From an optimization exercise on the open Yosys and OpenROAD flow, aimed at small area, a short achievable clock period and few clock cycles; shortcuts taken in it are not production practice.
RTL that was checked went through simulation tests only; none was proved equivalent to the original.
No functional check of the RTL was part of runs 1 to 6.
Power and IR drop assume default switching activity.

==> flow/config.mk <==
export PLATFORM = sky130hd
export DESIGN_NAME = text_command_line_parser_top
export DESIGN_NICKNAME = text_command_line_parser_top
export VERILOG_FILES = /design/flow/design.v
export SDC_FILE = /design/flow/constraint.sdc
export NUM_CORES = 4
export LEC_CHECK = 0
export CAP_MARGIN = 20
export CORE_MARGIN = 2
export CORE_UTILIZATION = 40
export SLEW_MARGIN = 20
==> flow/constraint.sdc <==
create_clock -name core_clock -period 12.0 [get_ports {clk}]
set_input_delay 2.4000 -clock core_clock [delete_from_list [all_inputs] [get_ports {clk}]]
set_output_delay 2.4000 -clock core_clock [all_outputs]
set_load 0.01 [all_outputs]
==> flow/design.v <==
`timescale 1ns / 1ps
package tcp_pkg;
    localparam logic [3:0] ST_START  = 4'd0;
    localparam logic [3:0] ST_KE     = 4'd1;    
    localparam logic [3:0] ST_KD     = 4'd2;    
    localparam logic [3:0] ST_KS     = 4'd3;    
    localparam logic [3:0] ST_KST    = 4'd4;    
    localparam logic [3:0] ST_KSE    = 4'd5;    
    localparam logic [3:0] ST_KT     = 4'd6;    
    localparam logic [3:0] ST_REJ    = 4'd7;    
    localparam logic [3:0] ST_EN_OK  = 4'd8;    
    localparam logic [3:0] ST_DIS_OK = 4'd9;    
    localparam logic [3:0] ST_SL     = 4'd10;   
    localparam logic [3:0] ST_SI     = 4'd11;   
    localparam logic [3:0] ST_SF     = 4'd12;   
    localparam logic [3:0] ST_TL     = 4'd13;   
    localparam logic [3:0] ST_TI     = 4'd14;   
    localparam logic [7:0] CH_NUL   = 8'h00;
    localparam logic [7:0] CH_TAB   = 8'h09;
    localparam logic [7:0] CH_LF    = 8'h0A;
    localparam logic [7:0] CH_VT    = 8'h0B;
    localparam logic [7:0] CH_FF    = 8'h0C;
    localparam logic [7:0] CH_CR    = 8'h0D;
    localparam logic [7:0] CH_SPACE = 8'h20;
    localparam logic [7:0] CH_PLUS  = 8'h2B;
    localparam logic [7:0] CH_MINUS = 8'h2D;
    localparam logic [7:0] CH_DOT   = 8'h2E;
endpackage
`timescale 1ns / 1ps
`timescale 1ns / 1ps
module tcp_padd #(
    parameter int N    = 32,
    parameter int ARCH = 0,
    parameter int GX_POS = 2
) (
    input  logic [N-1:0] a,
    input  logic [N-1:0] b,
    input  logic         cin,
    input  logic         gx,       
    output logic [N-1:0] s,
    output logic         cout
);
    localparam int L = $clog2(N);
    logic [N-1:0] p0;
    logic [N-1:0] gg [0:2*L];
    logic [N-1:0] pp [0:2*L];
    logic [N-1:0] c;
    always_comb
    begin
        p0 = a ^ b;
        gg[0] = a & b;
        pp[0] = p0;
        gg[0][0] = (a[0] & b[0]) | (p0[0] & cin);
        gg[0][GX_POS] = gg[0][GX_POS] | gx;
        if (ARCH == 0)
        begin
            for (int l = 0; l < L; l++)
            begin
                gg[l+1] = gg[l];
                pp[l+1] = pp[l];
                for (int i = 0; i < N; i++)
                    if (((i >> l) & 1) == 1)
                    begin
                        gg[l+1][i] = gg[l][i] | (pp[l][i] & gg[l][((i >> l) << l) - 1]);
                        pp[l+1][i] = pp[l][i] & pp[l][((i >> l) << l) - 1];
                    end
            end
            for (int l = L; l < 2 * L; l++)
            begin
                gg[l+1] = gg[l];
                pp[l+1] = pp[l];
            end
        end
        else if (ARCH == 2)
        begin
            for (int l = 0; l < L; l++)
            begin
                gg[l+1] = gg[l];
                pp[l+1] = pp[l];
                for (int i = 0; i < N; i++)
                    if (i >= (1 << l))
                    begin
                        gg[l+1][i] = gg[l][i] | (pp[l][i] & gg[l][i - (1 << l)]);
                        pp[l+1][i] = pp[l][i] & pp[l][i - (1 << l)];
                    end
            end
            for (int l = L; l < 2 * L; l++)
            begin
                gg[l+1] = gg[l];
                pp[l+1] = pp[l];
            end
        end
        else
        begin
            for (int l = 0; l < L; l++)
            begin
                gg[l+1] = gg[l];
                pp[l+1] = pp[l];
                for (int i = 0; i < N; i++)
                    if ((((i + 1) % (2 << l)) == 0))
                    begin
                        gg[l+1][i] = gg[l][i] | (pp[l][i] & gg[l][i - (1 << l)]);
                        pp[l+1][i] = pp[l][i] & pp[l][i - (1 << l)];
                    end
            end
            for (int l = L - 2; l >= 0; l--)
            begin
                gg[2*L-1-l] = gg[2*L-2-l];
                pp[2*L-1-l] = pp[2*L-2-l];
                for (int i = 0; i < N; i++)
                    if ((((i + 1) % (2 << l)) == (1 << l)) && (i > (1 << l)))
                    begin
                        gg[2*L-1-l][i] = gg[2*L-2-l][i] | (pp[2*L-2-l][i] & gg[2*L-2-l][i - (1 << l)]);
                        pp[2*L-1-l][i] = pp[2*L-2-l][i] & pp[2*L-2-l][i - (1 << l)];
                    end
            end
        end
        c[0] = cin;
        for (int i = 1; i < N; i++)
            c[i] = gg[2*L-1][i-1];
        s = p0 ^ c;
        cout = gg[2*L-1][N-1];
    end
endmodule
`timescale 1ns / 1ps
module text_command_line_parser_top #(
    parameter int MAX_LINE_CHARS = 63
) (
    input  logic        clk,
    input  logic        rst_n,
    input  logic        rx_valid,
    output logic        rx_ready,
    input  logic [7:0]  rx_byte,
    output logic        cmd_valid,
    input  logic        cmd_ready,
    output logic [1:0]  cmd_kind,
    output logic [31:0] pitch_centideg,
    output logic [31:0] turn_rate_hz
);
    localparam int ADD_ARCH = 0;    
    logic       bv;
    logic [7:0] b;
    logic       rdy;
    logic [3:0] st;
    logic [3:0] st_n;
    logic       ended;
    logic       ended_n;
    logic [5:0] cnt;
    logic [5:0] cnt_n;
    logic [31:0] acc;
    logic        neg;
    logic        neg_n;
    logic        ovf;
    logic [1:0]  frac;
    logic [1:0]  frac_n;
    logic [1:0]  scl;
    logic [1:0]  scl_n;
    logic        nstep;
    logic        nstep_n;
    logic        post;        
    logic        negsel;      
    logic        selS;        
    logic        selT;        
    logic       vld;
    logic       vld_n;
    logic [1:0] okind;
    logic stall;
    logic fire;
    logic is_lf;
    logic is_digit;
    logic is_blank;
    logic is_sign;
    logic is_set;
    logic lead;
    logic kw_state;
    logic kw_last;
    logic num_init;
    logic ovf_clr;
    logic dig_step;
    logic emit;
    logic emit_now;
    logic [1:0] emit_kind;
    logic [1:0] emit_scl;
    logic is_num;
    assign stall = vld && (cnt >= 6'd4);
    assign fire  = bv && !stall;
    assign is_lf    = (b == tcp_pkg::CH_LF);
    assign is_digit = (b[7:4] == 4'h3) && (b[3:0] <= 4'd9);
    assign is_blank = (b == tcp_pkg::CH_SPACE) || (b == tcp_pkg::CH_TAB) ||
                      (b == tcp_pkg::CH_VT) || (b == tcp_pkg::CH_FF);
    assign is_sign  = (b == tcp_pkg::CH_PLUS) || (b == tcp_pkg::CH_MINUS);
    assign is_set   = (st == tcp_pkg::ST_SL) || (st == tcp_pkg::ST_SI) || (st == tcp_pkg::ST_SF);
    assign is_num   = is_set || (st == tcp_pkg::ST_TL) || (st == tcp_pkg::ST_TI);
    assign lead     = (st == tcp_pkg::ST_SL) || (st == tcp_pkg::ST_TL);
    assign kw_state = (st == tcp_pkg::ST_KE) || (st == tcp_pkg::ST_KD) || (st == tcp_pkg::ST_KST) ||
                      (st == tcp_pkg::ST_KSE) || (st == tcp_pkg::ST_KT);
    logic [3:0] pos;
    logic ch_e, ch_n, ch_a, ch_b, ch_l, ch_i, ch_s, ch_t, ch_o, ch_p, ch_u, ch_r, ch_sp;
    logic st_ke, st_kd, st_kst, st_kse, st_kt;
    logic kw_ok;
    assign pos    = cnt[3:0];
    assign ch_e   = (b == "E");
    assign ch_n   = (b == "N");
    assign ch_a   = (b == "A");
    assign ch_b   = (b == "B");
    assign ch_l   = (b == "L");
    assign ch_i   = (b == "I");
    assign ch_s   = (b == "S");
    assign ch_t   = (b == "T");
    assign ch_o   = (b == "O");
    assign ch_p   = (b == "P");
    assign ch_u   = (b == "U");
    assign ch_r   = (b == "R");
    assign ch_sp  = (b == tcp_pkg::CH_SPACE);
    assign st_ke  = (st == tcp_pkg::ST_KE);
    assign st_kd  = (st == tcp_pkg::ST_KD);
    assign st_kst = (st == tcp_pkg::ST_KST);
    assign st_kse = (st == tcp_pkg::ST_KSE);
    assign st_kt  = (st == tcp_pkg::ST_KT);
    assign kw_ok =
        (st_ke  && ((pos == 4'd1 && ch_n) || (pos == 4'd2 && ch_a) || (pos == 4'd3 && ch_b) ||
                    (pos == 4'd4 && ch_l) || (pos == 4'd5 && ch_e))) ||
        (st_kd  && ((pos == 4'd1 && ch_i) || (pos == 4'd2 && ch_s) || (pos == 4'd3 && ch_a) ||
                    (pos == 4'd4 && ch_b) || (pos == 4'd5 && ch_l) || (pos == 4'd6 && ch_e))) ||
        (st_kst && ((pos == 4'd2 && ch_o) || (pos == 4'd3 && ch_p))) ||
        (st_kse && ((pos == 4'd2 && ch_t) || (pos == 4'd3 && ch_p) || (pos == 4'd4 && ch_o) ||
                    (pos == 4'd5 && ch_i) || (pos == 4'd6 && ch_n) || (pos == 4'd7 && ch_t) ||
                    (pos == 4'd8 && ch_sp))) ||
        (st_kt  && ((pos == 4'd1 && ch_u) || (pos == 4'd2 && ch_r) || (pos == 4'd3 && ch_n) ||
                    (pos == 4'd4 && ch_sp)));
    assign kw_last = (st_ke && pos == 4'd5) || (st_kd && pos == 4'd6) || (st_kst && pos == 4'd3) ||
                     (st_kse && pos == 4'd8) || (st_kt && pos == 4'd4);
    always_comb
    begin
        emit      = 1'b0;
        emit_kind = 2'd0;
        emit_scl  = 2'd0;
        unique case (st)
            tcp_pkg::ST_EN_OK:  begin emit = 1'b1; emit_kind = 2'd0; end
            tcp_pkg::ST_DIS_OK: begin emit = 1'b1; emit_kind = 2'd1; end
            tcp_pkg::ST_SL, tcp_pkg::ST_SI, tcp_pkg::ST_SF:
            begin
                emit = 1'b1; emit_kind = 2'd2; emit_scl = 2'd2 - frac;
            end
            tcp_pkg::ST_TL, tcp_pkg::ST_TI: begin emit = 1'b1; emit_kind = 2'd3; end
            default: ;
        endcase
    end
    assign emit_now = fire && is_lf && emit;
    always_comb
    begin
        st_n     = st;
        ended_n  = ended;
        cnt_n    = cnt;
        neg_n    = neg;
        frac_n   = frac;
        num_init = 1'b0;
        ovf_clr  = 1'b0;
        dig_step = 1'b0;
        if (fire && b != tcp_pkg::CH_CR)
        begin
            if (is_lf || cnt == 6'(MAX_LINE_CHARS))
            begin
                st_n    = tcp_pkg::ST_START;
                ended_n = 1'b0;
                cnt_n   = '0;
            end
            else
            begin
                cnt_n = cnt + 6'd1;
                if (cnt == 6'd3)
                begin
                    neg_n   = 1'b0;
                    frac_n  = 2'd0;
                    ovf_clr = 1'b1;
                end
                if (ended || st == tcp_pkg::ST_REJ)
                begin
                end
                else if (b == tcp_pkg::CH_NUL)
                begin
                    ended_n = 1'b1;
                end
                else if (st == tcp_pkg::ST_START)
                begin
                    if (ch_e)      st_n = tcp_pkg::ST_KE;
                    else if (b == "D") st_n = tcp_pkg::ST_KD;
                    else if (ch_s) st_n = tcp_pkg::ST_KS;
                    else if (ch_t) st_n = tcp_pkg::ST_KT;
                    else               st_n = tcp_pkg::ST_REJ;
                end
                else if (st == tcp_pkg::ST_KS)
                begin
                    if (ch_t)      st_n = tcp_pkg::ST_KST;
                    else if (ch_e) st_n = tcp_pkg::ST_KSE;
                    else               st_n = tcp_pkg::ST_REJ;
                end
                else if (kw_state)
                begin
                    if (!kw_ok)
                        st_n = tcp_pkg::ST_REJ;
                    else if (kw_last)
                    begin
                        unique case (st)
                            tcp_pkg::ST_KE:  st_n = tcp_pkg::ST_EN_OK;
                            tcp_pkg::ST_KSE: st_n = tcp_pkg::ST_SL;
                            tcp_pkg::ST_KT:  st_n = tcp_pkg::ST_TL;
                            default:         st_n = tcp_pkg::ST_DIS_OK;
                        endcase
                        if (st == tcp_pkg::ST_KSE || st == tcp_pkg::ST_KT)
                            num_init = 1'b1;
                    end
                end
                else if (st == tcp_pkg::ST_EN_OK || st == tcp_pkg::ST_DIS_OK)
                begin
                    st_n = tcp_pkg::ST_REJ;
                end
                else if (st == tcp_pkg::ST_SF)
                begin
                    if (is_digit)
                    begin
                        if (frac != 2'd2)
                        begin
                            dig_step = 1'b1;
                            frac_n   = frac + 2'd1;
                        end
                    end
                    else
                        ended_n = 1'b1;
                end
                else
                begin
                    if (is_digit)
                    begin
                        dig_step = 1'b1;
                        st_n     = is_set ? tcp_pkg::ST_SI : tcp_pkg::ST_TI;
                    end
                    else if (is_set && b == tcp_pkg::CH_DOT)
                        st_n = tcp_pkg::ST_SF;
                    else if (lead && is_blank)
                    begin
                    end
                    else if (lead && is_sign)
                    begin
                        neg_n = (b == tcp_pkg::CH_MINUS);
                        st_n  = is_set ? tcp_pkg::ST_SI : tcp_pkg::ST_TI;
                    end
                    else
                        ended_n = 1'b1;
                end
            end
        end
    end
    logic scl_step;
    logic neg_step;
    logic sat_step;
    logic post_n;
    logic post_fin;
    logic num_post;
    assign sat_step = post && ovf;
    assign scl_step = post && !ovf && (scl != 2'd0);
    assign neg_step = negsel;
    assign num_post = is_num && (ovf || neg || (is_set && frac != 2'd2));
    always_comb
    begin
        scl_n    = scl;
        nstep_n  = nstep;
        post_n   = post;
        post_fin = 1'b0;
        if (post)
        begin
            if (scl_step)
                scl_n = scl - 2'd1;
            else
            begin
                post_fin = 1'b1;
                post_n   = 1'b0;
                scl_n    = 2'd0;
                nstep_n  = 1'b0;
            end
        end
        else if (emit_now && num_post)
        begin
            post_n  = 1'b1;
            scl_n   = is_set ? 2'd2 - frac : 2'd0;
            nstep_n = neg;
        end
        vld_n = (vld && !cmd_ready) || post_fin || (emit_now && !num_post);
    end
    logic [3:0]  e;
    logic [30:0] add_a;
    logic [30:0] add_b;
    logic [30:0] add_s;
    logic        add_c;
    logic        ovf_new;
    logic [31:0] acc_new;
    assign e     = post ? 4'd0 : b[3:0];
    assign add_a = neg_step ? ~acc[30:0] : {acc[27:0], e[2:0]};
    assign add_b = neg_step ? 31'd0 : {acc[29:0], 1'b0};
    tcp_padd #(
        .N      (31),
        .ARCH   (ADD_ARCH),
        .GX_POS (2)
    ) u_add (
        .a    (add_a),
        .b    (add_b),
        .cin  (neg_step),
        .gx   (e[3]),
        .s    (add_s),
        .cout (add_c)
    );
    assign ovf_new = add_c || (|acc[30:28]);
    assign acc_new = {neg_step ? !add_c : add_c, add_s};
    always_ff @(posedge clk)
    begin
        if (ovf_clr)
            ovf <= 1'b0;
        else if ((dig_step || scl_step) && ovf_new)
            ovf <= 1'b1;
        if (num_init)
            acc <= '0;
        else if (sat_step)
            acc <= {neg, {31{!neg}}};
        else if (dig_step || scl_step || neg_step)
            acc <= acc_new;
        neg  <= neg_n;
        frac <= frac_n;
        if (emit_now)
        begin
            okind <= emit_kind;
            selS  <= (emit_kind == 2'd2);
            selT  <= (emit_kind == 2'd3);
        end
        if (rdy)
            b <= rx_byte;
    end
    always_ff @(posedge clk or negedge rst_n)
    begin
        if (!rst_n)
        begin
            bv    <= 1'b0;
            rdy   <= 1'b1;
            st    <= tcp_pkg::ST_START;
            ended <= 1'b0;
            cnt   <= '0;
            scl   <= 2'd0;
            nstep <= 1'b0;
            post  <= 1'b0;
            negsel <= 1'b0;
            vld   <= 1'b0;
        end
        else
        begin
            if (rdy)
                bv <= rx_valid;
            else if (fire)
                bv <= 1'b0;
            rdy   <= !(vld && !cmd_ready && (cnt >= 6'd3));
            st    <= st_n;
            ended <= ended_n;
            cnt   <= cnt_n;
            scl   <= scl_n;
            nstep <= nstep_n;
            post  <= post_n;
            negsel <= post_n && nstep_n && (scl_n == 2'd0);
            vld   <= vld_n;
        end
    end
    assign rx_ready  = rdy;
    assign cmd_valid = vld;
    assign cmd_kind  = okind;
    assign pitch_centideg = acc & {32{selS}};
    assign turn_rate_hz   = acc & {32{selT}};
endmodule
==> flow/flow/run.sh <==
#!/bin/bash
# Standard ORFS layout (same SDC and clock period). Ports get buf_2 buffers, and
# timing repair aims for setup slack 8.5 ns at the design's period.
set -euo pipefail
bash standard.sh "BUFFER_PORTS_ARGS=-buffer_cell sky130_fd_sc_hd__buf_2" SETUP_SLACK_MARGIN=8.5 "CTS_BUF_LIST=sky130_fd_sc_hd__clkbuf_4 sky130_fd_sc_hd__clkbuf_8" finish > standard_flow.log 2>&1
==> flow/standard.sh <==
#!/bin/bash
# synth_recipe.tcl (not shown) runs the flow's synth.tcl, then flattens the netlist and writes it again
# the make line also repeats each setting of config.mk as NAME=value (left out here)
make -C /OpenROAD-flow-scripts/flow DESIGN_CONFIG=/design/flow/config.mk WORK_HOME=/design/flow/orfs CLKGATE_MAP_FILE= SYNTH_SCRIPT=/design/flow/synth_recipe.tcl "${@:-finish}"
==> impl_metrics.py, run 1 <==
metrics = {
    "run_status": {
        "outcome": "complete, no violations",
    },
    "global_routing": {
        "grt_usage_pct": 22.51,
        "grt_pass1_vias": 5528,
        "antenna_found_initial": 1,
        "grt_first_pass_wirelength_um": 29650,
        "grt_max_degree": 41,
        "overflow": 0,
    },
    "timing": {
        "clock.fmax_mhz": 266.7,
        "fin_crit_sh_pct": 31.25,
        "worst-slew-pin-transition_ns": 0.9424,
        "slew_headroom_pct": 37.11,
        "post-route-worst-setup-slack_ns": 8.251,
        "post-route-min-period_ns": 3.749,
        "whs_ns": 0.5113,
        "tns_ns": 0,
        "slew_viol_final": 0,
        "rsz0062_at_grt": "true",
        "finalSetupViolCount": 0,
        "finalHoldViolCount": 0,
        "finClkSkew_ns": 0.03081,
    },
    "drt": {
        "met2_length_um": 8597,
        "wl_um": 18970,
        "wl_per_cell_um": 18.21,
        "vias": 6142,
        "viasPerCell": 5.894,
        "top_layer": "met4",
        "postRouteAntennaNets": 0,
        "drt-initial-drc-count": 572,
        "drt-pass1-iter-count": 5,
        "wl_met1_um": 8930,
        "route.met3.wl_um": 920,
        "drc_errors": 0,
    },
    "logic_synthesis": {
        "synthSimpleGateAreaFrac_pct": 32.32,
        "synth_top_family_by_area": "simple AND/OR/NAND/NOR gates",
        "muxShareOfSynthArea_pct": 1.986,
        "synth_cells": 774,
        "synth_top_area_share_pct": 10.59,
        "syn_nets": 828,
        "synth_commonest_cells": "and2_1, nor2_1, nand2_1",
        "yosysMostFrequentCell": "and2_1",
        "synth_flop_cell": "dfxtp_1",
        "synthArstFlopShare_pct": 28.36,
        "ys_warn_count": 4,
        "synthXorXnorAreaFrac_pct": 0.9831,
        "yosys-top-cells-area": "dfxtp_1, ha_1, dfrtp_1",
        "syn_area_um2": 6236,
        "ys_types": 92,
        "synthAdderAreaFrac_pct": 8.909,
        "synth_top_area_cell": "dfxtp_1",
        "synth_area_per_cell_um2": 8.057,
        "synth_compound_area_share_pct": 25.28,
        "synth_seq_cells": 67,
        "ys_seq_area_share_pct": 25.46,
        "synth_edf_count": 15,
    },
    "floorplan": {
        "start_util_pct": 41.02,
        "die_w_um": 128.9,
        "chipHeight_um": 128.9,
        "die-area_um2": 16600,
        "core_area_um2": 15200,
        "num_rows": 45,
        "pin_count": 80,
    },
    "clock_network": {
        "cts_root_buf": "clkbuf_8",
        "cts_tree": "yes",
        "cts_buffers": 9,
        "clock-sinks": 67,
        "insertion_delay_ns": 0.38,
        "hold_buffers": 0,
        "htreeDepth": 3,
        "path_clk_slew_ns": 0.10,
        "cts_buffer_depth": 2,
    },
    "finish": {
        "area_delta_synth_final_pct": 15.69,
        "stdcell_area_um2": 7214,
        "drive_above_1_share_pct": 19.46,
        "utilization_pct": 47.46,
        "layout.nets": 902,
    },
    "critical_path": {
        "crit_path_end_kind": "output pin",
        "reg2reg_depth": 14,
        "critical_path_arrival_ns": 1.35,
        "critPathKind": "flip-flop to output pin",
        "reg2reg_slack_ns": 8.63,
        "cp-start-kind": "flip-flop",
        "cp.required_ns": 9.60,
        "crit_path_max_fanout": 16,
        "reg2reg_to": "acc[30]",
        "worstReg2RegStart": "negsel",
    },
    "placement": {
        "place_area_um2": 6684,
        "place.gp.congestion": 0.9167,
        "dp_hpwl_um": 12580,
        "port_buffers": 79,
        "pre_cts_slack_ns": 7.852,
    },
    "pwr": {
        "vdd_drop_max_v": 0.00005687,
        "power.leakage_nw": 3.270,
        "power_density_nw_per_um2": 132.6,
    },
    "run": {
        "cap_violations": 0,
    },
    "worst_hold_path": {
        "hold_start": "scl[0]",
        "hold_path.class": "flip-flop to flip-flop",
        "min_to": "scl[0]",
        "min_path_cells": 1,
    },
}
power breakdown:
| part | switching, mW | total [mW] | leakage (nW) | internal (mW) |
|---|---|---|---|---|
| Clock | 0.0938 | 0.198 | 0.102 | 0.105 |
| Combinational | 0.213 | 0.396 | 2.52 | 0.183 |
| Sequential | 0.0866 | 0.362 | 0.651 | 0.275 |
| Total | 0.394 | 0.957 | 3.27 | 0.563 |
per-layer routing:
metal | vias up | global-route usage, %
met5 | - | 0
met4 | 0 | 7.801
met3 | 38 | 4.116
met2 | 171 | 35.39
met1 | 2940 | 31.09
li1 | 2993 | -
sequential cells by signal, indices dropped and copies added (netlist names), 2 cells and up, named ones only:
signal and count:
acc 31, b 8, cnt 6, frac 2, okind 2, scl 2
st 4
layout make-up:
class / count / area, um2
Tap cell: 188 / 235.2
Multi-Input combinational cell: 635 / 4389
Timing Repair Buffer: 108 / 691.9
Inverter: 26 / 103.9
Sequential cell: 67 / 1589
Clock buffer: 12 / 152.6
Clock inverter: 4 / 42.54
Antenna cell: 1 / 2.502
Fill cell: 1533 / 7988
Timing Repair inverter: 1 / 7.507
timing repair:
action | in CTS | in global routing
endpoints found under the hold margin | 0 | 0
buffers inserted | 7 | 17
endpoints found under the setup margin | 90 | 86
resized for setup | 7 | 15
cloned | 1 | 1
pin swaps | 0 | 6
through the flow:
stage | cells | power [mW]
final | 1042 | 0.9568
after global routing | 1042 | 1.027
after CTS | 1023 | 0.9480
after detailed placement | 999 | 0.7465
after global placement | 999 | 0.7494
after floorplan | 774 | 0.6459
worst max path at each step:
| stage | endpoint | slack (ns) | startpoint | cells past startpoint |
|---|---|---|---|---|
| after floorplan | ovf | 8.59 | negsel | 13 |
| after CTS | pitch_centideg[17] | 8.24 | selS | 3 |
| after global routing | pitch_centideg[5] | 8.20 | selS | 3 |
| after detailed placement | acc[27] | 7.85 | negsel | 12 |
| final | pitch_centideg[17] | 8.25 | selS | 3 |
| after global placement | acc[30] | 7.97 | negsel | 13 |
logic make-up (layout without fill, tap and decap cells):
logic type      Yosys count  after routing
compound gates          218            218
xor+xnor                  7              7
fa+ha+maj                42             42
buf+inv                  72            151
flops                    67             67
mux                      12             12
other cells               0              1
simple gates            356            356
worst max-delay path, stage by stage, from the launching register on:
cell and delay, ns:
edfxtp_1 0.47, buf_8 0.20, and2_1 0.16, buf_2 0.13
placed cells by master, fill, tap and decap left out, drive strengths merged, types with 5 or more instances in the layout:
cell	n
nand3	22
or3	11
nand2b	13
nand4	12
dfrtp	18
nor2b	40
nor3b	10
a211oi	16
nor3	28
dfxtp	33
nor2	65
o21a	7
nor4b	6
nand2	45
and3	10
buf	107
o21ai	38
edfxtp	15
inv	24
o21bai	26
o211ai	6
a31oi	12
and2	72
a21oi	44
a21o	10
a221oi	6
o22ai	5
ha	38
a311oi	7
clkbuf	13
mux2i	9
==> run 2, diff against run 1 <==
==> flow/flow/run.sh (replaced) <==
#!/bin/bash
# Standard ORFS layout (same SDC and clock period). Ports get buf_2 buffers, and
# timing repair aims for setup slack 9.0 ns at the design's period.
set -euo pipefail
bash standard.sh "BUFFER_PORTS_ARGS=-buffer_cell sky130_fd_sc_hd__buf_2" SETUP_SLACK_MARGIN=9.0 "CTS_BUF_LIST=sky130_fd_sc_hd__clkbuf_4 sky130_fd_sc_hd__clkbuf_8" finish > standard_flow.log 2>&1
==> impl_metrics.py, run 2 <==
metrics = {
    "run_status": {
        "outcome": "complete, no violations",
    },
    "drt": {
        "drt-initial-drc-count": 565,
        "wl_um": 19830,
        "wl_per_cell_um": 18.24,
        "drt-pass1-iter-count": 5,
        "viasPerCell": 5.978,
        "drc_errors": 0,
        "postRouteAntennaNets": 0,
        "vias": 6498,
    },
    "timing": {
        "finalSetupViolCount": 0,
        "slew_viol_final": 0,
        "worst-slew-pin-transition_ns": 1.055,
        "post-route-worst-setup-slack_ns": 8.296,
        "fin_crit_sh_pct": 30.87,
        "post-route-min-period_ns": 3.704,
        "clock.fmax_mhz": 270.0,
        "finClkSkew_ns": 0.01179,
        "slew_headroom_pct": 29.61,
        "finalHoldViolCount": 0,
        "rsz0062_at_grt": "true",
        "tns_ns": 0,
    },
    "logic_synthesis": {
        "yosys-top-cells-area": "dfxtp_1, ha_1, dfrtp_1",
        "ys_types": 92,
        "synthArstFlopShare_pct": 28.36,
        "synth_top_area_cell": "dfxtp_1",
        "synth_seq_cells": 67,
        "syn_area_um2": 6236,
        "synth_flop_cell": "dfxtp_1",
        "yosysMostFrequentCell": "and2_1",
        "synth_commonest_cells": "and2_1, nor2_1, nand2_1",
        "ys_seq_area_share_pct": 25.46,
        "synth_edf_count": 15,
        "synth_area_per_cell_um2": 8.057,
        "synth_cells": 774,
        "synth_top_area_share_pct": 10.59,
        "ys_warn_count": 4,
        "syn_nets": 828,
    },
    "critical_path": {
        "cp_slowest_stage_delay_ns": 0.45,
        "critical_path_arrival_ns": 1.30,
        "crit_path_max_fanout": 16,
        "crit_slowest_cell": "edfxtp_1",
        "path_cells": "buf_6, and2_1, buf_2",
        "cp-start-kind": "flip-flop",
        "crit_path_end_kind": "output pin",
        "crit_buf_inv": 2,
        "critPathKind": "flip-flop to output pin",
        "cp.required_ns": 9.60,
        "cp_top_family": "flip-flops",
    },
    "finish": {
        "layout.nets": 948,
        "final_cell_mix": "buf_2, and2_1, nor2_1",
        "antenna_cells": 0,
        "largest_reg_flops": 31,
        "area_delta_synth_final_pct": 29.09,
        "final_cell_count_no_fill": 1087,
        "largest_register": "acc",
        "layout_commonest_cell": "buf_2",
        "fill_cells": 1403,
        "largestRegisters": "acc x31, b x8, cnt x6",
        "drive_above_1_share_pct": 31.15,
    },
    "floorplan": {
        "num_rows": 45,
        "core_area_um2": 15200,
        "start_util_pct": 41.02,
        "die-area_um2": 16600,
        "pin_count": 80,
        "chipHeight_um": 128.9,
        "die_w_um": 128.9,
    },
    "global_routing": {
        "grt_first_pass_wirelength_um": 31350,
        "antenna_found_initial": 0,
        "overflow": 0,
        "grt_max_degree": 33,
        "grt_usage_pct": 23.87,
        "grt_pass1_vias": 6047,
    },
    "pwr": {
        "switching_share_pct": 41.75,
        "combPwrFrac_pct": 45.8,
        "vdd_drop_max_v": 0.00007766,
        "internal_power_mw": 0.5949,
        "power.leakage_nw": 3.591,
        "p_clk_share_pct": 18.7,
        "p_switching_mw": 0.4264,
        "power_density_nw_per_um2": 126.9,
        "p_seq_share_pct": 35.5,
    },
    "clock_network": {
        "hold_buffers": 0,
        "insertion_delay_ns": 0.38,
        "htreeDepth": 3,
        "cts_tree": "yes",
        "cts_root_buf": "clkbuf_8",
        "cts_buffer_depth": 2,
        "path_clk_slew_ns": 0.08,
        "cts_buffers": 9,
        "clock-sinks": 67,
    },
    "worst_hold_path": {
        "hold_path.class": "flip-flop to flip-flop",
    },
    "placement": {
        "dp_hpwl_um": 12130,
        "dp.cells": 999,
        "pre_cts_slack_ns": 7.997,
        "place.gp.congestion": 0.8706,
        "port_buffers": 79,
    },
    "run": {
        "cap_violations": 0,
    },
}
-- run 2: cell counts after synthesis --
Identical to the previous run, type by type.
-- run 2: cell families after synthesis --
family          Yosys count  share of synthesized area (%)
mux                      12                          1.986
simple gates            356                          32.32
flops                    67                          25.46
compound gates          218                          25.28
buf+inv                  72                          5.056
fa+ha+maj                42                          8.909
xor+xnor                  7                         0.9832
-- run 2: per-stage QoR --
stage	cell area, um2	utilization, %	hold WS (ns)	power, mW
6_report	8050	52.95	0.5118	1.021
4_1_cts	7794	51.27	0.5042	0.9888
2_1_floorplan	6320	-	0.4540	0.6497
3_3_place_gp	6728	44.26	0.4863	0.7481
3_5_place_dp	6728	44.26	0.4893	0.7463
5_1_grt	8050	52.95	0.5358	1.097
-- run 2: worst reg2reg max path, stage by stage, from the launching register on --
cell,delay [ns]
dfrtp_2,0.44
buf_12,0.15
buf_4,0.13
clkinvlp_4,0.06
buf_6,0.12
o21ai_2,0.06
ha_1,0.32
nor2b_4,0.15
o311ai_4,0.23
buf_4,0.16
buf_6,0.11
a211oi_4,0.06
o31a_1,0.29
o41a_1,0.36
or2_0,0.23
a31oi_1,0.21
nor3_1,0.07
-- run 2: cell type report --
type / count / area [um2] / area share (%)
timing repair buffer: 153 / 1137 / 14.13
tap: 188 / 235.2 / 2.922
sequential: 67 / 1594 / 19.80
timing repair inverter: 1 / 7.507 / 0.09325
clock buffer: 14 / 173.9 / 2.160
multi-input combinational: 636 / 4785 / 59.43
inverter: 26 / 106.4 / 1.321
clock inverter: 2 / 11.26 / 0.1399
-- run 2: power groups by stage --
stage                     sequential, mW  combinational, mW  clock (mW)
after CTS                          0.359              0.437       0.193
after detailed placement           0.362              0.384           0
after floorplan                    0.313              0.337           0
final                              0.362              0.467       0.191
after global placement             0.365              0.383           0
after global routing               0.373              0.521       0.202
-- run 2: per-layer routing --
metal  global-route usage (%)  wire, um  up-vias
li1                         -         -     3084
met1                    32.25      8698     3102
met2                    38.69      9448      258
met3                    2.952      1078       54
met4                    9.910       602        0
met5                        0         0        -
-- run 2: worst paths after layout --
path / start / endpoint / slack, ns / depth (start not counted)
worst max-delay path: selT / turn_rate_hz[17] / 8.30 / 3
worst min-delay path: acc[17] / acc[17] / 0.51 / 2
max in group asynchronous: rst_n / negsel / 9.68 / 1
worst min register to register: acc[17] / acc[17] / 0.51 / 2
min in group asynchronous: rst_n / cnt[5] / 1.97 / 1
worst max register to register: negsel / acc[14] / 8.74 / 16
-- run 2: timing repair --
action	4_1_cts	5_1_grt
hold endpoints to repair	0	0
setup buffers	54	13
setup endpoints to repair	101	106
pin swaps	48	25
resized for setup	92	35
gates cloned	4	1
==> run 3, diff against run 2 <==
--- a/flow/design.v
+++ b/flow/design.v
@@ -427,9 +427,7 @@
         frac <= frac_n;
         if (emit_now)
-        begin
             okind <= emit_kind;
-            selS  <= (emit_kind == 2'd2);
-            selT  <= (emit_kind == 2'd3);
-        end
+        selS <= emit_now ? (emit_kind == 2'd2) : (okind == 2'd2);
+        selT <= emit_now ? (emit_kind == 2'd3) : (okind == 2'd3);
         if (rdy)
             b <= rx_byte;
==> flow/flow/run.sh (replaced) <==
#!/bin/bash
# Standard ORFS layout (same SDC and clock period). Ports get buf_2 buffers, and
# timing repair aims for setup slack 9.0 ns at the design's period.
set -euo pipefail
bash standard.sh "BUFFER_PORTS_ARGS=-buffer_cell sky130_fd_sc_hd__buf_2" SETUP_SLACK_MARGIN=9.0  finish > standard_flow.log 2>&1
==> impl_metrics.py, run 3 <==
metrics = {
    "clock_network": {
        "path_clk_slew_ns": 0.06,
        "cts_buffer_depth": 2,
        "cts_root_buf": "clkbuf_16",
        "cts_buffers": 9,
        "cts_tree": "yes",
        "insertion_delay_ns": 0.35,
        "htreeDepth": 3,
        "hold_buffers": 0,
        "clock-sinks": 67,
    },
    "logic_synthesis": {
        "syn_nets": 842,
        "synthArstFlopShare_pct": 28.36,
        "synth_edf_count": 13,
        "synth_top_area_cell": "dfxtp_1",
        "ys_warn_count": 4,
        "ys_types": 93,
        "synth_area_per_cell_um2": 7.947,
        "yosys-top-cells-area": "dfxtp_1, ha_1, dfrtp_1",
        "synth_cells": 788,
        "synth_commonest_cells": "nor2_1, and2_1, a21oi_1, nand2_1, nor2b_1",
        "synth_flop_cell": "dfxtp_1",
        "synth_seq_cells": 67,
        "syn_area_um2": 6262,
        "ys_seq_area_share_pct": 25.03,
        "yosysMostFrequentCell": "nor2_1",
        "synth_top_area_share_pct": 11.19,
    },
    "pwr": {
        "power_density_nw_per_um2": 152.8,
        "power.leakage_nw": 3.775,
        "vdd_drop_max_v": 0.0001174,
    },
    "timing": {
        "rsz0062_at_grt": "true",
        "tns_ns": 0,
        "fin_crit_sh_pct": 29.53,
        "finalSetupViolCount": 0,
        "post-route-worst-setup-slack_ns": 8.457,
        "clock.fmax_mhz": 282.2,
        "finClkSkew_ns": 0.01180,
        "worst-slew-pin-transition_ns": 0.8318,
        "slew_viol_final": 0,
        "post-route-min-period_ns": 3.543,
        "slew_headroom_pct": 44.34,
        "finalHoldViolCount": 0,
    },
    "drt": {
        "drt-pass1-iter-count": 5,
        "drc_errors": 0,
        "wl_um": 21700,
        "vias": 6620,
        "viasPerCell": 5.858,
        "postRouteAntennaNets": 0,
        "drt-initial-drc-count": 633,
        "wl_per_cell_um": 19.20,
    },
    "critical_path": {
        "reg2reg_slack_ns": 8.67,
        "critPathKind": "flip-flop to output pin",
        "cp-start-kind": "flip-flop",
        "crit_path_end_kind": "output pin",
        "cp.required_ns": 9.60,
        "crit_path_max_fanout": 16,
        "critical_path_arrival_ns": 1.14,
    },
    "floorplan": {
        "pin_count": 80,
        "die_w_um": 129.1,
        "start_util_pct": 41.04,
        "core_area_um2": 15260,
        "die-area_um2": 16670,
        "num_rows": 45,
        "chipHeight_um": 129.1,
    },
    "placement": {
        "place.gp.congestion": 0.9127,
        "dp_hpwl_um": 12680,
        "place_area_um2": 6843,
        "pre_cts_slack_ns": 8.247,
        "port_buffers": 79,
    },
    "finish": {
        "antenna_cells": 0,
        "area_delta_synth_final_pct": 35.01,
        "layout.nets": 968,
        "stdcell_area_um2": 8454,
        "largest_register": "acc",
        "drive_above_1_share_pct": 35.80,
        "final_cell_mix": "buf_2, nor2_1, buf_4",
        "largest_reg_flops": 31,
        "layout_commonest_cell": "buf_2",
        "largestRegisters": "acc x31, b x8, cnt x6",
    },
    "run_status": {
        "outcome": "complete, no violations",
    },
    "global_routing": {
        "overflow": 0,
        "grt_pass1_vias": 5898,
        "grt_usage_pct": 24.80,
        "antenna_found_initial": 0,
        "grt_first_pass_wirelength_um": 32400,
        "grt_max_degree": 28,
    },
    "run": {
        "cap_violations": 0,
    },
    "worst_hold_path": {
        "hold_path.class": "flip-flop to flip-flop",
    },
}
[run 3: cell count changes in the layout (fill, tap and decap cells not counted), moves of 5 or more]
cell       before  now
or2_2           1    7
clkbuf_16       0   10
nor2_1         60   72
xor2_1          4    9
and2_4          4   33
a211oi_2        4    9
clkbuf_8       11    1
xnor2_1         3    9
and2_1         68   35
a21oi_1        34   39
o21bai_4        0    5
[run 3: timing repair]
action / in CTS / in global routing
cloned: 4 / 1
setup buffers: 57 / 17
gates resized for setup: 82 / 57
pin swaps: 46 / 50
endpoints found under the setup margin: 105 / 104
[run 3: layout make-up]
cell class | count | area [um2]
Inverter | 27 | 105.1
Fill cell | 1385 | 6804
Multi-Input combinational cell | 647 | 4946
Timing Repair Buffer | 161 | 1249
Tap cell | 211 | 264.0
Clock inverter | 6 | 55.05
Sequential cell | 67 | 1589
Timing Repair inverter | 1 | 7.507
Clock buffer | 10 | 239.0
[run 3: critical path: stages (launching register included)]
cell and delay [ns]:
dfxtp_4 0.36, buf_12 0.15, and2_1 0.16, buf_2 0.13
[run 3: metrics by stage]
stage	util [%]	power, mW	cells	hold WS (ns)
2_1_floorplan	-	0.7659	788	0.4655
3_3_place_gp	44.85	0.8864	1035	0.5015
3_5_place_dp	44.85	0.8851	1035	0.4976
4_1_cts	52.46	1.216	1112	0.5093
5_1_grt	55.41	1.369	1130	0.5275
6_report	55.41	1.292	1130	0.5026
[run 3: final timing paths]
kind,from,end,cells after the start
worst max-delay path,selT,turn_rate_hz[27],3
worst min-delay path,scl[0],scl[0],1
worst max register to register,negsel,acc[27],15
worst min register to register,scl[0],scl[0],1
max in group asynchronous,rst_n,st[3],1
min in group asynchronous,rst_n,st[0],1
[run 3: cells by family (layout without fill, tap and decap cells)]
logic type / after synthesis / in the layout / share of synthesized area (%)
AO/OA/AOI/OAI: 219 / 219 / 25.00
XOR/XNOR: 21 / 21 / 2.937
adder cells (fa/ha/maj): 42 / 42 / 8.871
buffers and inverters: 75 / 205 / 5.355
flip-flops: 67 / 67 / 25.03
multiplexers: 8 / 8 / 1.339
AND/OR/NAND/NOR: 356 / 357 / 31.47
[run 3: power breakdown]
part	total (mW)	internal, mW	switching [mW]
registers	0.405	0.285	0.120
logic	0.616	0.289	0.327
clock network	0.272	0.164	0.107
total	1.29	0.738	0.554
[run 3: routing by layer]
layer / routed length [um] / vias up / share of wire (%) / global-route usage, %
met5: 0 / - / 0 / 0
met1: 9902 / 3159 / 46 / 35.96
li1: - / 3126 / - / -
met3: 1447 / 34 / 6.7 / 3.179
met2: 9908 / 301 / 46 / 37.49
met4: 437 / 0 / 2.0 / 9.527
==> run 4, diff against run 3 <==
==> flow/flow/run.sh (replaced) <==
#!/bin/bash
# Standard ORFS layout (same SDC and clock period). Ports get buf_2 buffers, and
# timing repair aims for setup slack 8.5 ns at the design's period.
set -euo pipefail
bash standard.sh "BUFFER_PORTS_ARGS=-buffer_cell sky130_fd_sc_hd__buf_2" SETUP_SLACK_MARGIN=8.5  finish > standard_flow.log 2>&1
==> impl_metrics.py, run 4 <==
metrics = {
    "critical_path": {
        "cp-start-kind": "flip-flop",
        "crit_path_end_kind": "output pin",
        "reg2reg_depth": 10,
        "crit_path_max_fanout": 16,
        "critPathKind": "flip-flop to output pin",
        "cp.required_ns": 9.60,
        "crit_slowest_cell": "dfxtp_4",
        "cp_top_family": "flip-flops",
        "crit_buf_inv": 2,
        "reg2reg_slack_ns": 8.68,
        "critical_path_arrival_ns": 1.15,
        "path_cells": "buf_12, and2_1, buf_2",
        "cp_slowest_stage_delay_ns": 0.36,
        "path_depth": 3,
        "worstReg2RegStart": "cnt[0]",
    },
    "finish": {
        "layout.nets": 905,
        "layout_commonest_cell": "buf_2",
        "largestRegisters": "acc x31, b x8, cnt x6",
        "final_cell_mix": "buf_2, nor2_1, and2_1",
        "antenna_cells": 0,
        "final_cell_count_no_fill": 1067,
        "area_delta_synth_final_pct": 17.72,
        "largest_reg_flops": 31,
        "stdcell_area_um2": 7372,
        "drive_above_1_share_pct": 20.44,
        "largest_register": "acc",
        "fill_cells": 1520,
    },
    "global_routing": {
        "gr-usage-met3_pct": 2.766,
        "grt_usage_pct": 22.64,
        "met1_usage_pct": 33.38,
        "grt_use_met2_pct": 34.52,
        "grt_pass1_vias": 5620,
        "overflow": 0,
        "grt_first_pass_wirelength_um": 29880,
        "grt_max_degree": 37,
        "top_usage_layer": "met2",
        "antenna_found_initial": 0,
    },
    "logic_synthesis": {
        "synth_edf_count": 13,
        "ys_warn_count": 4,
        "synth_cells": 788,
        "synth_seq_cells": 67,
        "syn_nets": 842,
        "synthArstFlopShare_pct": 28.36,
        "ys_types": 93,
        "ys_seq_area_share_pct": 25.03,
        "synth_commonest_cells": "nor2_1, and2_1, a21oi_1, nand2_1, nor2b_1",
        "yosys-top-cells-area": "dfxtp_1, ha_1, dfrtp_1",
        "synth_flop_cell": "dfxtp_1",
        "synth_top_area_share_pct": 11.19,
        "synth_area_per_cell_um2": 7.947,
        "syn_area_um2": 6262,
        "synth_top_area_cell": "dfxtp_1",
        "yosysMostFrequentCell": "nor2_1",
    },
    "clock_network": {
        "path_clk_slew_ns": 0.06,
        "hold_buffers": 0,
        "cts_buffers": 9,
        "cts_buffer_depth": 2,
        "insertion_delay_ns": 0.35,
        "clock-sinks": 67,
        "htreeDepth": 3,
        "cts_root_buf": "clkbuf_16",
        "cts_tree": "yes",
    },
    "worst_hold_path": {
        "hold_start": "okind[0]",
        "hold_path.class": "flip-flop to flip-flop",
        "min_path_cells": 1,
        "min_to": "selS",
    },
    "floorplan": {
        "core_area_um2": 15260,
        "chipHeight_um": 129.1,
        "die_w_um": 129.1,
        "num_rows": 45,
        "pin_count": 80,
        "die-area_um2": 16670,
        "start_util_pct": 41.04,
    },
    "pwr": {
        "power_density_nw_per_um2": 162.8,
        "power.leakage_nw": 3.291,
        "power_mw": 1.200,
        "vdd_drop_max_v": 0.0001049,
    },
    "drt": {
        "postRouteAntennaNets": 0,
        "viasPerCell": 5.766,
        "drt-pass1-iter-count": 5,
        "vias": 6152,
        "drt-initial-drc-count": 476,
        "drc_errors": 0,
        "wl_um": 18880,
        "wl_per_cell_um": 17.69,
    },
    "placement": {
        "place.gp.congestion": 0.9155,
        "dp_hpwl_um": 12480,
        "dp.cells": 1034,
        "place_area_um2": 6718,
        "port_buffers": 79,
        "pre_cts_slack_ns": 7.900,
    },
    "timing": {
        "finClkSkew_ns": 0.01043,
        "slew_headroom_pct": 28.20,
        "fin_crit_sh_pct": 29.58,
        "post-route-worst-setup-slack_ns": 8.450,
        "worst-slew-pin-transition_ns": 1.074,
        "tns_ns": 0,
        "finalHoldViolCount": 0,
        "rsz0062_at_grt": "true",
        "clock.fmax_mhz": 281.7,
        "slew_viol_final": 0,
        "finalSetupViolCount": 0,
        "post-route-min-period_ns": 3.550,
    },
    "run_status": {
        "outcome": "complete, no violations",
    },
    "run": {
        "cap_violations": 0,
    },
}
-- run 4: cell types whose count changed in the layout (fill, tap and decap cells not counted), sizes merged --
cell    delta
inv        +1
clkinv     -2
bufbuf     -1
bufinv     +1
buf       -62
-- run 4: layer usage --
layer,up-vias,share of wire [%]
met3,19,5.2
met5,-,0
met1,2916,49
li1,3009,-
met4,0,1.6
met2,208,44
-- run 4: metrics by stage --
step / hold slack [ns] / util (%)
after floorplan: 0.4655 / -
after global placement: 0.5003 / 44.03
after detailed placement: 0.5030 / 44.03
after CTS: 0.5005 / 47.54
after global routing: 0.5337 / 48.31
final: 0.5061 / 48.31
-- run 4: cell families (layout without fill, tap and decap cells) --
family,count (synthesis),in the layout,share of synthesized area (%)
xor gates and xnor gates,21,21,2.937
AOI/OAI and AO/OA,219,219,25.00
muxes,8,8,1.339
adders and majority gates,42,42,8.871
buffers and inverters,75,142,5.355
and+or+nand+nor,356,357,31.47
DFF,67,67,25.03
-- run 4: worst max-delay path by stage --
stage	start	end	slack (ns)
2_1_floorplan	negsel	acc[26]	8.70
3_3_place_gp	negsel	acc[29]	7.96
3_5_place_dp	negsel	acc[26]	7.90
4_1_cts	selT	turn_rate_hz[0]	8.45
5_1_grt	selS	pitch_centideg[4]	8.42
6_report	selS	pitch_centideg[4]	8.45
-- run 4: area by class of cell --
type	count	area [um2]	area share (%)
clock buffers	10	250.2	3.394
inverters	27	105.1	1.426
clock inverters	6	93.84	1.273
well taps	211	264.0	3.581
flip-flops and latches	67	1579	21.42
multi-input cells	647	4451	60.37
repair buffers	98	621.8	8.435
repair inverters	1	7.507	0.1018
-- run 4: worst register-to-register path: cells and delay by family (launching register included) --
kind            cells  cell delay, ns
flops               1            0.44
fa+ha+maj           1            0.28
simple gates        3            1.08
compound gates      5            1.23
buf+inv             1            0.13
-- run 4: what timing repair did --
| action | 4_1_cts | 5_1_grt |
|---|---|---|
| gates cloned | 2 | 1 |
| buffers inserted | 11 | 3 |
| gates resized for setup | 19 | 18 |
| pin swaps | 1 | 6 |
| setup endpoints to repair | 92 | 86 |
-- run 4: power breakdown --
group	switching (mW)	total, mW	internal, mW	leakage (nW)
combinational	0.274	0.497	0.223	2.48
sequential	0.113	0.395	0.283	0.649
clock	0.112	0.308	0.196	0.164
==> run 5, diff against run 4 <==
==> flow/flow/run.sh (replaced) <==
#!/bin/bash
# Standard ORFS layout (same SDC and clock period). Ports get buf_2 buffers, and
# timing repair aims for setup slack 8.5 ns at the design's period.
set -euo pipefail
bash standard.sh "BUFFER_PORTS_ARGS=-buffer_cell sky130_fd_sc_hd__buf_2" SETUP_SLACK_MARGIN=8.5 CTS_CLUSTER_SIZE=100 CTS_CLUSTER_DIAMETER=500 finish > standard_flow.log 2>&1
==> impl_metrics.py, run 5 <==
metrics = {
    "logic_synthesis": {
        "ys_seq_area_share_pct": 25.03,
        "synth_cells": 788,
        "ys_warn_count": 4,
        "yosysMostFrequentCell": "nor2_1",
        "syn_nets": 842,
        "synth_top_area_share_pct": 11.19,
        "synth_top_area_cell": "dfxtp_1",
        "synth_edf_count": 13,
        "syn_area_um2": 6262,
        "synth_commonest_cells": "nor2_1, and2_1, a21oi_1, nand2_1, nor2b_1",
        "synth_area_per_cell_um2": 7.947,
        "synth_seq_cells": 67,
        "yosys-top-cells-area": "dfxtp_1, ha_1, dfrtp_1",
        "synth_flop_cell": "dfxtp_1",
        "ys_types": 93,
        "synthArstFlopShare_pct": 28.36,
    },
    "timing": {
        "finalSetupViolCount": 0,
        "fin_crit_sh_pct": 29.58,
        "post-route-min-period_ns": 3.550,
        "worst-slew-pin-transition_ns": 1.074,
        "finClkSkew_ns": 0.01043,
        "finalHoldViolCount": 0,
        "rsz0062_at_grt": "true",
        "clock.fmax_mhz": 281.7,
        "slew_viol_final": 0,
        "tns_ns": 0,
        "slew_headroom_pct": 28.20,
    },
    "pwr": {
        "power_mw": 1.200,
        "p_switching_mw": 0.4983,
        "internal_power_mw": 0.7016,
        "p_seq_share_pct": 32.9,
        "power_density_nw_per_um2": 162.8,
        "vdd_drop_max_v": 0.0001049,
        "combPwrFrac_pct": 41.4,
        "p_clk_share_pct": 25.7,
        "power.leakage_nw": 3.291,
        "switching_share_pct": 41.53,
    },
    "global_routing": {
        "grt_max_degree": 37,
        "grt_first_pass_wirelength_um": 29880,
        "overflow": 0,
        "grt_pass1_vias": 5620,
        "grt_usage_pct": 22.64,
        "antenna_found_initial": 0,
    },
    "finish": {
        "stdcell_area_um2": 7372,
        "largest_register": "acc",
        "area_delta_synth_final_pct": 17.72,
        "largest_reg_flops": 31,
        "register_area_um2": 1579,
        "largestRegisters": "acc x31, b x8, cnt x6",
        "antenna_cells": 0,
        "final_cell_mix": "buf_2, nor2_1, and2_1",
        "layout.nets": 905,
        "fill_cells": 1520,
        "layout_commonest_cell": "buf_2",
        "multi_input_area_um2": 4451,
        "drive_above_1_share_pct": 20.44,
        "utilization_pct": 48.31,
    },
    "drt": {
        "viasPerCell": 5.766,
        "drt-pass1-iter-count": 5,
        "postRouteAntennaNets": 0,
        "drt-initial-drc-count": 476,
        "vias": 6152,
        "wl_um": 18880,
        "wl_per_cell_um": 17.69,
        "drc_errors": 0,
    },
    "critical_path": {
        "cp-start-kind": "flip-flop",
        "critPathKind": "flip-flop to output pin",
        "cp.required_ns": 9.60,
        "critical_path_arrival_ns": 1.15,
        "crit_path_max_fanout": 16,
        "path_cells": "buf_12, and2_1, buf_2",
        "crit_path_end_kind": "output pin",
        "crit_slowest_cell": "dfxtp_4",
        "cp_slowest_stage_delay_ns": 0.36,
    },
    "run_status": {
        "outcome": "complete, no violations",
    },
    "clock_network": {
        "hold_buffers": 0,
        "cts_root_buf": "clkbuf_16",
        "cts_tree": "yes",
        "htreeDepth": 3,
        "cts_buffers": 9,
        "path_clk_slew_ns": 0.06,
        "clock-sinks": 67,
        "insertion_delay_ns": 0.35,
        "cts_buffer_depth": 2,
    },
    "floorplan": {
        "die-area_um2": 16670,
        "pin_count": 80,
        "die_w_um": 129.1,
        "start_util_pct": 41.04,
        "chipHeight_um": 129.1,
        "num_rows": 45,
        "core_area_um2": 15260,
    },
    "placement": {
        "place.gp.congestion": 0.9155,
        "dp_hpwl_um": 12480,
        "port_buffers": 79,
        "place_area_um2": 6718,
    },
    "worst_hold_path": {
        "hold_path.class": "flip-flop to flip-flop",
    },
    "run": {
        "cap_violations": 0,
    },
}
[run 5: cell counts after synthesis]
No cell type changed its count.
[run 5: layout make-up]
cell class / count / share of cell area, %
Sequential cell: 67 / 21.42
Tap cell: 211 / 3.581
Timing Repair Buffer: 98 / 8.435
Inverter: 27 / 1.426
Clock buffer: 10 / 3.394
Clock inverter: 6 / 1.273
Multi-Input combinational cell: 647 / 60.37
Timing Repair inverter: 1 / 0.1018
[run 5: cell families after synthesis]
family	share of synthesized area, %
and+or+nand+nor	31.47
DFF	25.03
buffers and inverters	5.355
xor gates and xnor gates	2.937
muxes	1.339
AOI/OAI and AO/OA	25.00
adders and majority gates	8.871
[run 5: worst paths after layout]
kind / from / cells after the start / end / slack [ns]
setup / recovery: selS / 3 / pitch_centideg[4] / 8.45
hold / removal: okind[0] / 1 / selS / 0.51
setup reg to reg: cnt[0] / 10 / flip-flop / 8.68
hold reg to reg: okind[0] / 1 / selS / 0.51
max in group asynchronous: rst_n / 1 / st[3] / 9.61
min in group asynchronous: rst_n / 1 / st[0] / 2.01
[run 5: per-stage QoR]
step | worst slack, ns | cells | hold slack [ns]
floorplan | 8.696 | 788 | 0.4655
global placement | 7.963 | 1034 | 0.5003
detailed placement | 7.900 | 1034 | 0.5030
finish | 8.450 | 1067 | 0.5061
CTS | 8.445 | 1063 | 0.5005
global route | 8.421 | 1067 | 0.5337
[run 5: repair_timing]
action / in CTS / in global routing
endpoints found under the hold margin: 0 / 0
gates cloned: 2 / 1
pin swaps: 1 / 6
setup buffers: 11 / 3
resized for setup: 19 / 18
setup endpoints to repair: 92 / 86
[run 5: layer usage]
metal	vias to the layer above	GRT usage (%)	wire length, um
li1	3009	-	-
met1	2916	33.38	9297
met2	208	34.52	8294
met3	19	2.766	987
met4	0	6.905	301
met5	-	0	0
[run 5: worst max-delay path, delay by kind of cell (launching register included)]
| kind | cells | cell delay [ns] |
|---|---|---|
| buffers and inverters | 2 | 0.28 |
| flip-flops | 1 | 0.36 |
| AND/OR/NAND/NOR | 1 | 0.15 |
[run 5: power groups by stage]
stage	registers, mW	logic [mW]	clock network [mW]
4_1_cts	0.392	0.485	0.312
3_3_place_gp	0.395	0.476	0
5_1_grt	0.407	0.557	0.321
2_1_floorplan	0.325	0.430	0
3_5_place_dp	0.396	0.479	0
6_report	0.395	0.497	0.308
==> run 6, diff against run 5 <==
==> flow/flow/run.sh (replaced) <==
#!/bin/bash
# Standard ORFS layout (same SDC and clock period). Ports get buf_2 buffers, and
# timing repair aims for setup slack 8.5 ns at the design's period.
set -euo pipefail
bash standard.sh "BUFFER_PORTS_ARGS=-buffer_cell sky130_fd_sc_hd__buf_2" SETUP_SLACK_MARGIN=8.5 CORE_UTILIZATION=60 finish > standard_flow.log 2>&1
==> impl_metrics.py, run 6 <==
metrics = {
    "timing": {
        "slew_viol_final": 0,
        "finClkSkew_ns": 0.01529,
        "fin_crit_sh_pct": 29.80,
        "slew_headroom_pct": 33.77,
        "clock.fmax_mhz": 279.7,
        "finalHoldViolCount": 0,
        "whs_ns": 0.5002,
        "finalSetupViolCount": 0,
        "post-route-min-period_ns": 3.576,
        "worst-slew-pin-transition_ns": 0.9910,
        "tns_ns": 0,
        "rsz0062_at_grt": "true",
    },
    "logic_synthesis": {
        "ys_types": 93,
        "yosysMostFrequentCell": "nor2_1",
        "synthArstFlopShare_pct": 28.36,
        "synth_edf_count": 13,
        "synth_seq_cells": 67,
        "syn_area_um2": 6262,
        "synth_top_area_share_pct": 11.19,
        "synth_top_area_cell": "dfxtp_1",
        "yosys-top-cells-area": "dfxtp_1, ha_1, dfrtp_1",
        "synth_cells": 788,
        "ys_warn_count": 4,
        "ys_seq_area_share_pct": 25.03,
        "syn_nets": 842,
        "synth_flop_cell": "dfxtp_1",
        "synth_area_per_cell_um2": 7.947,
        "synth_commonest_cells": "nor2_1, and2_1, a21oi_1, nand2_1, nor2b_1",
    },
    "pwr": {
        "switching_share_pct": 45.11,
        "internal_power_mw": 0.5990,
        "p_clk_share_pct": 17.8,
        "vdd_drop_max_v": 0.0001166,
        "power_density_nw_per_um2": 153.8,
        "power_mw": 1.091,
        "p_switching_mw": 0.4923,
        "power.leakage_nw": 3.216,
        "p_seq_share_pct": 36.0,
        "combPwrFrac_pct": 46.2,
    },
    "clock_network": {
        "insertion_delay_ns": 0.38,
        "cts_root_buf": "clkbuf_8",
        "path_clk_slew_ns": 0.08,
        "cts_tree": "yes",
        "htreeDepth": 3,
        "hold_buffers": 0,
        "clock-sinks": 67,
        "cts_buffer_depth": 2,
        "cts_buffers": 9,
    },
    "global_routing": {
        "grt_max_degree": 37,
        "top_usage_layer": "met2",
        "met1_usage_pct": 40.87,
        "grt_use_met2_pct": 54.26,
        "antenna_found_initial": 0,
        "gr-usage-met3_pct": 3.740,
        "overflow": 0,
        "grt_first_pass_wirelength_um": 29280,
        "grt_usage_pct": 32.26,
        "grt_pass1_vias": 5882,
    },
    "worst_hold_path": {
        "hold_path.class": "flip-flop to flip-flop",
        "min_path_cells": 1,
        "min_to": "selS",
        "hold_start": "okind[0]",
    },
    "drt": {
        "drt-initial-drc-count": 328,
        "viasPerCell": 6.395,
        "wl_per_cell_um": 18.87,
        "drt-pass1-iter-count": 5,
        "wl_um": 18660,
        "drc_errors": 0,
        "postRouteAntennaNets": 0,
        "vias": 6325,
    },
    "floorplan": {
        "num_rows": 37,
        "start_util_pct": 61.21,
        "chipHeight_um": 106.2,
        "die_w_um": 106.2,
        "core_area_um2": 10230,
        "die-area_um2": 11270,
        "pin_count": 80,
    },
    "critical_path": {
        "reg2reg_slack_ns": 8.59,
        "worstReg2RegStart": "negsel",
        "cp-start-kind": "flip-flop",
        "crit_slowest_cell": "dfxtp_4",
        "crit_start": "selT",
        "cp.required_ns": 9.60,
        "reg2reg_to": "acc[26]",
        "critical_path_arrival_ns": 1.18,
        "crit_path_end_kind": "output pin",
        "crit_path_max_fanout": 16,
        "cp_slowest_stage_delay_ns": 0.37,
        "critPathKind": "flip-flop to output pin",
        "path_cells": "buf_12, and2_1, buf_2",
        "reg2reg_depth": 15,
    },
    "placement": {
        "dp.cells": 958,
        "dp_hpwl_um": 12370,
        "place.gp.congestion": 0.9686,
        "port_buffers": 79,
        "place_area_um2": 6616,
    },
    "finish": {
        "final_cell_mix": "buf_2, nor2_1, and2_1",
        "stdcell_area_um2": 7094,
        "area_delta_synth_final_pct": 13.29,
        "final_cell_count_no_fill": 989,
        "largestRegisters": "acc x31, b x8, cnt x6",
        "antenna_cells": 0,
        "drive_above_1_share_pct": 19.81,
        "largest_register": "acc",
        "layout_commonest_cell": "buf_2",
        "largest_reg_flops": 31,
        "layout.nets": 902,
    },
    "run_status": {
        "outcome": "complete, no violations",
    },
    "run": {
        "cap_violations": 0,
    },
}
[run 6: cell counts after synthesis]
No cell type changed its count.
[run 6: worst max path at each step]
stage / slack [ns] / endpoint / cells past startpoint
floorplan: 8.70 / acc[26] / 13
global placement: 8.10 / acc[29] / 12
detailed placement: 7.91 / acc[26] / 12
CTS: 8.42 / pitch_centideg[5] / 3
global route: 8.39 / turn_rate_hz[0] / 3
finish: 8.42 / turn_rate_hz[17] / 3
[run 6: worst max-delay path: cells and delay by family (launching register included)]
family,cells,cell delay [ns]
flip-flops,1,0.37
buffers and inverters,2,0.28
AND/OR/NAND/NOR,1,0.15
[run 6: metal layers]
metal / up-vias / wire (um)
li1: 2986 / -
met1: 2960 / 7586
met2: 320 / 8998
met3: 59 / 1376
met4: 0 / 704
met5: - / 0
[run 6: what timing repair did]
action,CTS,global route
gates resized for setup,18,20
pin swaps,0,6
setup buffers,8,4
gates cloned,1,2
setup endpoints to repair,91,86
[run 6: power by group through the flow]
stage | sequential, mW | combinational, mW | clock (mW)
5_1_grt | 0.403 | 0.557 | 0.204
2_1_floorplan | 0.325 | 0.430 | 0
3_3_place_gp | 0.389 | 0.469 | 0
4_1_cts | 0.387 | 0.486 | 0.195
6_report | 0.393 | 0.505 | 0.194
3_5_place_dp | 0.391 | 0.484 | 0
[run 6: cells by family after synthesis]
group | Yosys count | share of synthesized area [%]
xor gates and xnor gates | 21 | 2.937
AOI/OAI and AO/OA | 219 | 25.00
and+or+nand+nor | 356 | 31.47
buffers and inverters | 75 | 5.355
DFF | 67 | 25.03
adders and majority gates | 42 | 8.871
muxes | 8 | 1.339
[run 6: layout make-up]
type | count | area [um2]
Inverter | 27 | 105.1
Timing Repair Buffer | 95 | 595.6
Clock buffer | 9 | 123.9
Timing Repair inverter | 1 | 7.507
Multi-Input combinational cell | 647 | 4443
Tap cell | 136 | 170.2
Fill cell | 861 | 3137
Sequential cell | 67 | 1580
Clock inverter | 7 | 68.82
[run 6: per-stage QoR]
| stage | util [%] | setup WS (ns) |
|---|---|---|
| 2_1_floorplan | - | 8.696 |
| 3_3_place_gp | 64.67 | 8.102 |
| 3_5_place_dp | 64.67 | 7.906 |
| 4_1_cts | 67.96 | 8.419 |
| 5_1_grt | 69.34 | 8.391 |
| 6_report | 69.34 | 8.424 |
==> run 7, diff against run 6 <==
--- a/flow/design.v
+++ b/flow/design.v
@@ -160,6 +160,9 @@
     logic        post;        
     logic        negsel;      
+    logic        negsel_b;    
     logic        selS;        
     logic        selT;        
+    logic        selS_h;      
+    logic        selT_h;
     logic       vld;
     logic       vld_n;
@@ -397,5 +400,5 @@
     assign e     = post ? 4'd0 : b[3:0];
     assign add_a = neg_step ? ~acc[30:0] : {acc[27:0], e[2:0]};
-    assign add_b = neg_step ? 31'd0 : {acc[29:0], 1'b0};
+    assign add_b = negsel_b ? 31'd0 : {acc[29:0], 1'b0};
     tcp_padd #(
         .N      (31),
@@ -430,4 +433,6 @@
         selS <= emit_now ? (emit_kind == 2'd2) : (okind == 2'd2);
         selT <= emit_now ? (emit_kind == 2'd3) : (okind == 2'd3);
+        selS_h <= emit_now ? (emit_kind == 2'd2) : selS;
+        selT_h <= emit_now ? (emit_kind == 2'd3) : selT;
         if (rdy)
             b <= rx_byte;
@@ -446,4 +451,5 @@
             post  <= 1'b0;
             negsel <= 1'b0;
+            negsel_b <= 1'b0;
             vld   <= 1'b0;
         end
@@ -462,4 +468,5 @@
             post  <= post_n;
             negsel <= post_n && nstep_n && (scl_n == 2'd0);
+            negsel_b <= nstep_n && (scl_n == 2'd0);     
             vld   <= vld_n;
         end
@@ -468,5 +475,5 @@
     assign cmd_valid = vld;
     assign cmd_kind  = okind;
-    assign pitch_centideg = acc & {32{selS}};
-    assign turn_rate_hz   = acc & {32{selT}};
+    assign pitch_centideg = acc & {{16{selS_h}}, {16{selS}}};
+    assign turn_rate_hz   = acc & {{16{selT_h}}, {16{selT}}};
 endmodule
==> flow/flow/run.sh (replaced) <==
#!/bin/bash
# Standard ORFS layout (same SDC and clock period). Ports get buf_2 buffers, and
# timing repair aims for setup slack 8.5 ns at the design's period.
set -euo pipefail
bash standard.sh "BUFFER_PORTS_ARGS=-buffer_cell sky130_fd_sc_hd__buf_2" SETUP_SLACK_MARGIN=8.5  finish > standard_flow.log 2>&1
==> impl_metrics.py, run 7 <==
metrics = {
    "drt": {
        "wl_um": 18430,
        "drt-initial-drc-count": 539,
        "postRouteAntennaNets": 0,
        "wl_per_cell_um": 17.00,
        "vias": 6077,
    },
    "finish": {
        "fill_cells": 1553,
        "largestRegisters": "acc x31, b x8, cnt x6",
        "drive_above_1_share_pct": 20.05,
        "final_cell_mix": "nor2_1, buf_2, and2_1",
        "layout_commonest_cell": "nor2_1",
    },
    "critical_path": {
        "cp-start-kind": "flip-flop",
        "crit_path_end_kind": "output pin",
        "worstReg2RegStart": "b[2]",
        "cp.required_ns": 9.60,
        "reg2reg_depth": 13,
    },
    "logic_synthesis": {
        "synth_top_area_cell": "dfxtp_1",
        "synth_area_per_cell_um2": 7.746,
        "ys_seq_area_share_pct": 26.09,
        "ys_warn_count": 4,
        "syn_nets": 862,
        "synth_top_area_share_pct": 11.84,
        "synth_seq_cells": 70,
        "yosysMostFrequentCell": "nor2_1",
        "synth_cells": 808,
    },
    "run_status": {
        "outcome": "complete, no violations",
    },
    "global_routing": {
        "grt_first_pass_wirelength_um": 28270,
        "overflow": 0,
        "grt_max_degree": 33,
        "grt_pass1_vias": 5342,
        "grt_usage_pct": 21.32,
        "antenna_found_initial": 0,
    },
    "floorplan": {
        "die-area_um2": 16660,
        "pin_count": 80,
        "num_rows": 45,
        "core_area_um2": 15260,
        "die_w_um": 129.1,
        "chipHeight_um": 129.1,
    },
    "timing": {
        "finalHoldViolCount": 0,
        "worst-slew-pin-transition_ns": 1.098,
        "slew_viol_final": 0,
    },
    "placement": {
        "place.gp.congestion": 0.8933,
        "port_buffers": 79,
    },
    "clock_network": {
        "htreeDepth": 3,
        "cts_buffer_depth": 2,
        "cts_buffers": 9,
        "cts_tree": "yes",
        "cts_root_buf": "clkbuf_16",
    },
    "pwr": {
        "power_mw": 0.9735,
    },
    "worst_hold_path": {
        "hold_path.class": "flip-flop to flip-flop",
    },
}
run 7: cell types whose count changed after synthesis, sizes merged, moves of 6 or more:
cell / delta
a21oi: +22
nand2b: +7
nor2: +31
nor3: +7
o22a: +6
nor2b: -6
o21bai: -27
run 7: power by group:
group / leakage (nW) / switching [mW] / internal (mW)
Sequential: 0.689 / 0.0888 / 0.275
Clock: 0.149 / 0.110 / 0.180
Combinational: 2.51 / 0.182 / 0.137
Total: 3.35 / 0.381 / 0.593
run 7: cell families (layout without fill, tap and decap cells):
| family | count (synthesis) | count (layout) | share of synthesized area (%) |
|---|---|---|---|
| AOI/OAI and AO/OA | 201 | 201 | 21.45 |
| adders and majority gates | 42 | 42 | 8.877 |
| xor gates and xnor gates | 22 | 22 | 3.079 |
| DFF | 70 | 70 | 26.09 |
| and+or+nand+nor | 383 | 383 | 33.19 |
| buffers and inverters | 77 | 142 | 5.158 |
| muxes | 13 | 13 | 2.159 |
run 7: how the worst max path moves through the flow:
stage            from            endpoint  slack [ns]  cells after the start
6_report       selS_h  pitch_centideg[27]        8.35                      3
4_1_cts        negsel             acc[31]        8.38                     14
5_1_grt        negsel             acc[31]        8.31                     14
3_5_place_dp   negsel             acc[31]        8.00                     12
3_3_place_gp   negsel             acc[31]        8.11                     12
2_1_floorplan  negsel             acc[31]        8.54                     16
run 7: per-stage QoR:
step / std cells / area, um2 / hold WS, ns / setup WS [ns] / utilization [%]
floorplan: 808 / 6266 / 0.4807 / 8.541 / -
global placement: 1051 / 6713 / 0.4829 / 8.106 / 43.99
detailed placement: 1051 / 6713 / 0.4942 / 8.004 / 43.99
CTS: 1072 / 7102 / 0.5008 / 8.382 / 46.54
global route: 1084 / 7267 / 0.5403 / 8.310 / 47.63
finish: 1084 / 7267 / 0.4958 / 8.348 / 47.63
run 7: final cells by class:
cell class / instances / area [um2] / share of cell area [%]
clock inverters: 7 / 88.84 / 1.222
repair buffers: 97 / 574.3 / 7.903
inverters: 29 / 108.9 / 1.498
flip-flops and latches: 70 / 1672 / 23.00
multi-input cells: 661 / 4334 / 59.64
clock buffers: 9 / 225.2 / 3.099
well taps: 211 / 264.0 / 3.633
run 7: worst max-delay path, cell delays in order (launching register included):
cell and delay (ns):
dfxtp_4 0.41, clkbuf_4 0.23, and2_1 0.14, buf_2 0.12
run 7: layer usage:
metal | track usage [%] | up-vias | share of wire (%)
met4 | 5.307 | 0 | 1.6
met3 | 3.633 | 20 | 5.3
met5 | 0 | - | 0
li1 | - | 2995 | -
met2 | 31.59 | 187 | 42
met1 | 32.15 | 2875 | 51
run 7: what timing repair did:
item,in CTS,in global routing
endpoints found under the setup margin,89,43
setup buffers,5,12
endpoints found under the hold margin,0,0
hold buffers,0,0
gates cloned,0,0
pin swaps,0,3
gates resized for setup,14,27
Testbench counts of run 7, summed over its fixed seeds: cycles 40,726.

Setup slack of run 7, layout unchanged: 8.348 ns with ideal ports, 8.309 ns with driving cells assumed (clock clkbuf_16, inputs buf_2), 8.512 ns with port delays also shifted by the 0.384 ns mid clock arrival.
